Source: an optimization exercise on an open RTL-to-GDS flow (aim: small area, a short achievable clock period and few clock cycles per item). Production flows keep margins and buffers that such runs may drop. RTL that was checked went through simulation tests only; none was proved equivalent to the original. No activity file was given, so power comes from the tool's default toggle rates.

job 9706:
// marching_squares_cell_classifier_unit
module marching_squares_cell_classifier_unit (
  input  logic                clk,
  input  logic                rst_n,
  input  logic                cfg_we,
  input  logic [1:0]          cfg_index,
  input  logic [THR_W-1:0]    cfg_data,
  input  logic                in_valid,
  output logic                in_ready,
  input  logic [7:0]          in_red,
  input  logic [7:0]          in_green,
  input  logic [7:0]          in_blue,
  input  logic                in_frame_start,
  output logic                out_valid,
  input  logic                out_ready,
  output logic [9:0]          out_cell_x,
  output logic [9:0]          out_cell_y,
  output logic [2:0]          out_level,
  output logic [3:0]          out_case_code,
  output logic                out_last
);
Size in the first run: ~130 I/O pins.
==> flow/config.mk <==
export PLATFORM = sky130hd
export DESIGN_NAME = marching_squares_cell_classifier_unit
export DESIGN_NICKNAME = marching_squares_cell_classifier_unit
export VERILOG_FILES = /design/flow/design.v
export SDC_FILE = /design/flow/constraint.sdc
export NUM_CORES = 4
export LEC_CHECK = 0
export ABC_AREA = 1
export ABC_CLOCK_PERIOD_IN_PS = 2500
export CAP_MARGIN = 20
export CORE_MARGIN = 2
export CORE_UTILIZATION = 62
export CTS_BUF_LIST = sky130_fd_sc_hd__clkbuf_16
export CTS_CLUSTER_DIAMETER = 75
export CTS_CLUSTER_SIZE = 30
export SETUP_SLACK_MARGIN = 5
export SLEW_MARGIN = 20
export SYNTH_MEMORY_MAX_BITS = 16384
==> flow/constraint.sdc <==
create_clock -name core_clock -period 8.0 [get_ports {clk}]
set_input_delay 1.6000 -clock core_clock [delete_from_list [all_inputs] [get_ports {clk}]]
set_output_delay 1.6000 -clock core_clock [all_outputs]
set_load 0.01 [all_outputs]
standard.sh (not shown) runs the stock make flow with config.mk's settings and CLKGATE_MAP_FILE= SYNTH_SCRIPT=/design/flow/synth_recipe.tcl, a recipe that flattens the netlist after the stock synthesis.
==> flow/flow/run.sh <==
#!/bin/bash
set -o pipefail
export BUFFER_PORTS_ARGS="-buffer_cell sky130_fd_sc_hd__buf_2"
cp standard.sh standard.sh.log
bash standard.sh > standard_run.log 2>&1
Testbench counts of job 9706, summed over its fixed seeds: cycles 89,986, results 87,749.
#### Input delta (job 1728 over job 9706)
--- a/flow/design.v
+++ b/flow/design.v
@@ -222,27 +222,29 @@
   end
   logic [6:0] q_s, q_c;
   assign q_s    = b_qr_r ^ b_qg_r ^ b_qb_r;
   assign q_c    = (b_qr_r & b_qg_r) | (b_qr_r & b_qb_r) | (b_qg_r & b_qb_r);
   assign b_gray = GRAY_W'(q_s) + {q_c, b_k[0] | b_k[1]} + GRAY_W'(b_k[1]);
   logic [COL_W-1:0] d_x_r;
   logic [ROW_W-1:0] d_y_r;
   logic             start_r;
+  logic             end_r;     
+  logic             over_r;    
   logic             x_first;
   logic             x_end;
   logic             x_over;
   logic             y_first;
   logic [COL_W-1:0] x_m1;
   logic [ROW_W-1:0] y_m1;
   logic             push;
   assign push    = adv && b_valid_r;
   assign y_first = b_fs_r || start_r;
-  assign x_end   = (d_x_r == wm2_r) && (d_x_r != '1);
-  assign x_over  = (d_x_r >= wm1_r) && (d_x_r != '1);
+  assign x_end   = end_r;
+  assign x_over  = over_r;
   assign x_first = y_first || x_end || x_over;
   assign x_m1    = x_first ? '1 : d_x_r + COL_W'(1);
   assign y_m1    = y_first ? '1 : (x_end ? d_y_r + ROW_W'(1) : d_y_r);
   assign b_cell  = b_valid_r && !x_first && !y_first && (y_m1 != '1);
   always_ff @(posedge clk) begin
     if (!rst_n) begin
       start_r <= 1'b1;
     end else if (push) begin
@@ -250,16 +252,25 @@
     end
   end
   always_ff @(posedge clk) begin
     if (push) begin
       d_x_r <= x_m1;
       d_y_r <= y_m1;
     end
   end
+  always_ff @(posedge clk) begin
+    if (push) begin
+      end_r  <= !x_first && (d_x_r + COL_W'(1) == wm2_r);
+      over_r <= 1'b0;
+    end else begin
+      end_r  <= (d_x_r == wm2_r) && (d_x_r != '1);
+      over_r <= (d_x_r >= wm1_r) && (d_x_r != '1);
+    end
+  end
   logic [GRAY_W-1:0] d_ul_r, d_ll_r, d_ur_r, d_lr_r;
   logic [GRAY_W-1:0] lb_f2_r;
   logic [GRAY_W-1:0] seg0 [1];
   logic [GRAY_W-1:0] seg1 [2];
   logic [GRAY_W-1:0] seg2 [4];
   logic [GRAY_W-1:0] seg3 [8];
   logic [GRAY_W-1:0] seg4 [16];
   logic [GRAY_W-1:0] seg5 [32];
==> run notes <==
Job 1728: all stages complete, timing, DRC and antenna checks passed
[diff] hold slack, job 1728 relative to job 9706: improvement
Job 9706 and job 1728 ended up with roughly the same fraction of final layout cells with drive strength greater than 1.
Comparing job 1728 with job 9706, the final antenna-violating net count came out essentially unchanged.
Job 1728 vs. job 9706: power consumption increased 0.074 mW; overall fraction of global-route tracks in use essentially unchanged; number of distinct standard cells referenced by the synthesized netlist increased 7; post-route worst setup slack decreased 0.078 ns.
Job 1728 against job 9706; final routed wirelength across all metal layers is down slightly.
Per the comparison of job 1728 with job 9706, total clock buffers created by CTS lower, area growth from synthesis to layout rose 0.15 points, post-synthesis instance area held steady.
The leakage power of the design of job 1728 and that of job 9706 are within noise of each other.
Between job 1728 and job 9706, the difference in final area is negligible.
As of job 1728, number of standard cells in the final layout excluding fillers had risen slightly compared to job 9706.
No functional check of the RTL was part of job 1728.


Starting RTL as in the previous note.
// marching_squares_cell_classifier_unit
module marching_squares_cell_classifier_unit (
  input  logic                clk,
  input  logic                rst_n,
  input  logic                cfg_we,
  input  logic [1:0]          cfg_index,
  input  logic [THR_W-1:0]    cfg_data,
  input  logic                in_valid,
  output logic                in_ready,
  input  logic [7:0]          in_red,
  input  logic [7:0]          in_green,
  input  logic [7:0]          in_blue,
  input  logic                in_frame_start,
  output logic                out_valid,
  input  logic                out_ready,
  output logic [9:0]          out_cell_x,
  output logic [9:0]          out_cell_y,
  output logic [2:0]          out_level,
  output logic [3:0]          out_case_code,
  output logic                out_last
);
  logic [THR_W-1:0]  thresholds_r;
  logic [LVL_W-1:0]  lvl_last_r;    
  logic              lvl_one_r;     
  logic [RW_W-1:0]   row_width_r;
  logic [COL_W-1:0]  wm1_r;         
  logic [COL_W-1:0]  wm2_r;         
  logic [RW_W-1:0]   cfg_w;
  logic [LCNT_W-1:0] cfg_l;
  logic [COL_W-1:0]  cfg_wm1;
  logic [COL_W-1:0]  cfg_wm2;
  logic [LVL_W-1:0]  cfg_lvl_last;
  assign cfg_w = row_width_r;
  assign cfg_l = cfg_data[LCNT_W-1:0];
  always_comb begin
    if (cfg_w < RW_W'(2)) begin
      cfg_wm1 = COL_W'(1);
      cfg_wm2 = COL_W'(0);
    end else if (cfg_w > RW_W'(MAX_WIDTH)) begin
      cfg_wm1 = COL_W'(MAX_WIDTH - 1);
      cfg_wm2 = COL_W'(MAX_WIDTH - 2);
    end else begin
      cfg_wm1 = COL_W'(cfg_w - RW_W'(1));
      cfg_wm2 = COL_W'(cfg_w - RW_W'(2));
    end
    if (cfg_l == '0) begin
      cfg_lvl_last = '0;
  ...
clock: 8.0 ns
lec_check: 0
abc_area: 1
abc_clock_period_in_ps: 2500
cap_margin: 20
core_margin: 2
core_utilization: 62
cts_buf_list: sky130_fd_sc_hd__clkbuf_16
cts_cluster_diameter: 75
cts_cluster_size: 30
setup_slack_margin: 5
slew_margin: 20
synth_memory_max_bits: 16384
run.sh (not shown) runs the stock make flow with config.mk's settings and CLKGATE_MAP_FILE= SYNTH_SCRIPT=/design/flow/synth_recipe.tcl, a recipe that flattens the netlist after the stock synthesis.
Stock flow here: none of the scripts above is used.
Testbench counts at the start, summed over its fixed seeds: cycles 89,986, results 87,749.
Then changed:
--- a/flow/design.v
+++ b/flow/design.v
@@ -214,22 +214,19 @@
     b_k[1] = two_r & two_g & two_b;
     b_k[0] = (one_r & one_g & one_b)
            | (two_r & !two_g & !two_b & (one_g | one_b))
            | (!two_r & two_g & !two_b & (one_r | one_b))
            | (!two_r & !two_g & two_b & (one_r | one_g))
            | (two_r & two_g & !two_b)
            | (two_r & !two_g & two_b)
            | (!two_r & two_g & two_b);
   end
-  logic [6:0] q_s, q_c;
-  assign q_s    = b_qr_r ^ b_qg_r ^ b_qb_r;
-  assign q_c    = (b_qr_r & b_qg_r) | (b_qr_r & b_qb_r) | (b_qg_r & b_qb_r);
-  assign b_gray = GRAY_W'(q_s) + {q_c, b_k[0] | b_k[1]} + GRAY_W'(b_k[1]);
+  assign b_gray = GRAY_W'(b_qr_r) + GRAY_W'(b_qg_r) + GRAY_W'(b_qb_r) + GRAY_W'(b_k);
   logic [COL_W-1:0] d_x_r;
   logic [ROW_W-1:0] d_y_r;
   logic             start_r;
   logic             x_first;
   logic             x_end;
   logic             x_over;
   logic             y_first;
   logic [COL_W-1:0] x_m1;
   logic [ROW_W-1:0] y_m1;
Result: Power came out higher by 0.84%; critical path depth is unchanged; utilization increases by 0.13 points; global-route usage falls by 0.25 points; count of clock-buffer cells in the layout is higher by 1; combinational power came out higher by 8.5%.
Testbench counts after the change, summed over its fixed seeds: cycles 89,986, results 87,749.

re-timing with driven ports:
No port has a modelled driver above. Below, the same layouts with a new extraction and two added sets of constraints. Step 1 assumes that a clkbuf_16 drives the clock port and a buf_2 every other input. Step 2, shift: input delay + t, output delay - t, t = (earliest + latest rising clock arrival at the registers) / 2. This alone moves slack from input paths to output paths. Three values: ideal, step 1, step 2; two values: the first two.
run | t, ns | setup WS [ns] | worst data-port slew with drivers (ns) | cell pins on the clock port's net
job 9706 | 0.779 | 5.062 / 4.986 / 4.427 | 0.10 | 1
job 1728 | 0.762 | 4.985 / 4.916 / 4.439 | 0.11 | 1
the first run of note 2 | 0.778 | 4.957 / 4.888 / 4.313 | 0.12 | 1
the second run of note 2 | 0.786 | 5.000 / 4.923 / 4.376 | 0.11 | 1
After both steps setup and hold are still met in every run listed. The setup slack of the first run of note 2, which loses most, moves by -0.069 ns with the drivers and by -0.644 ns with both steps.
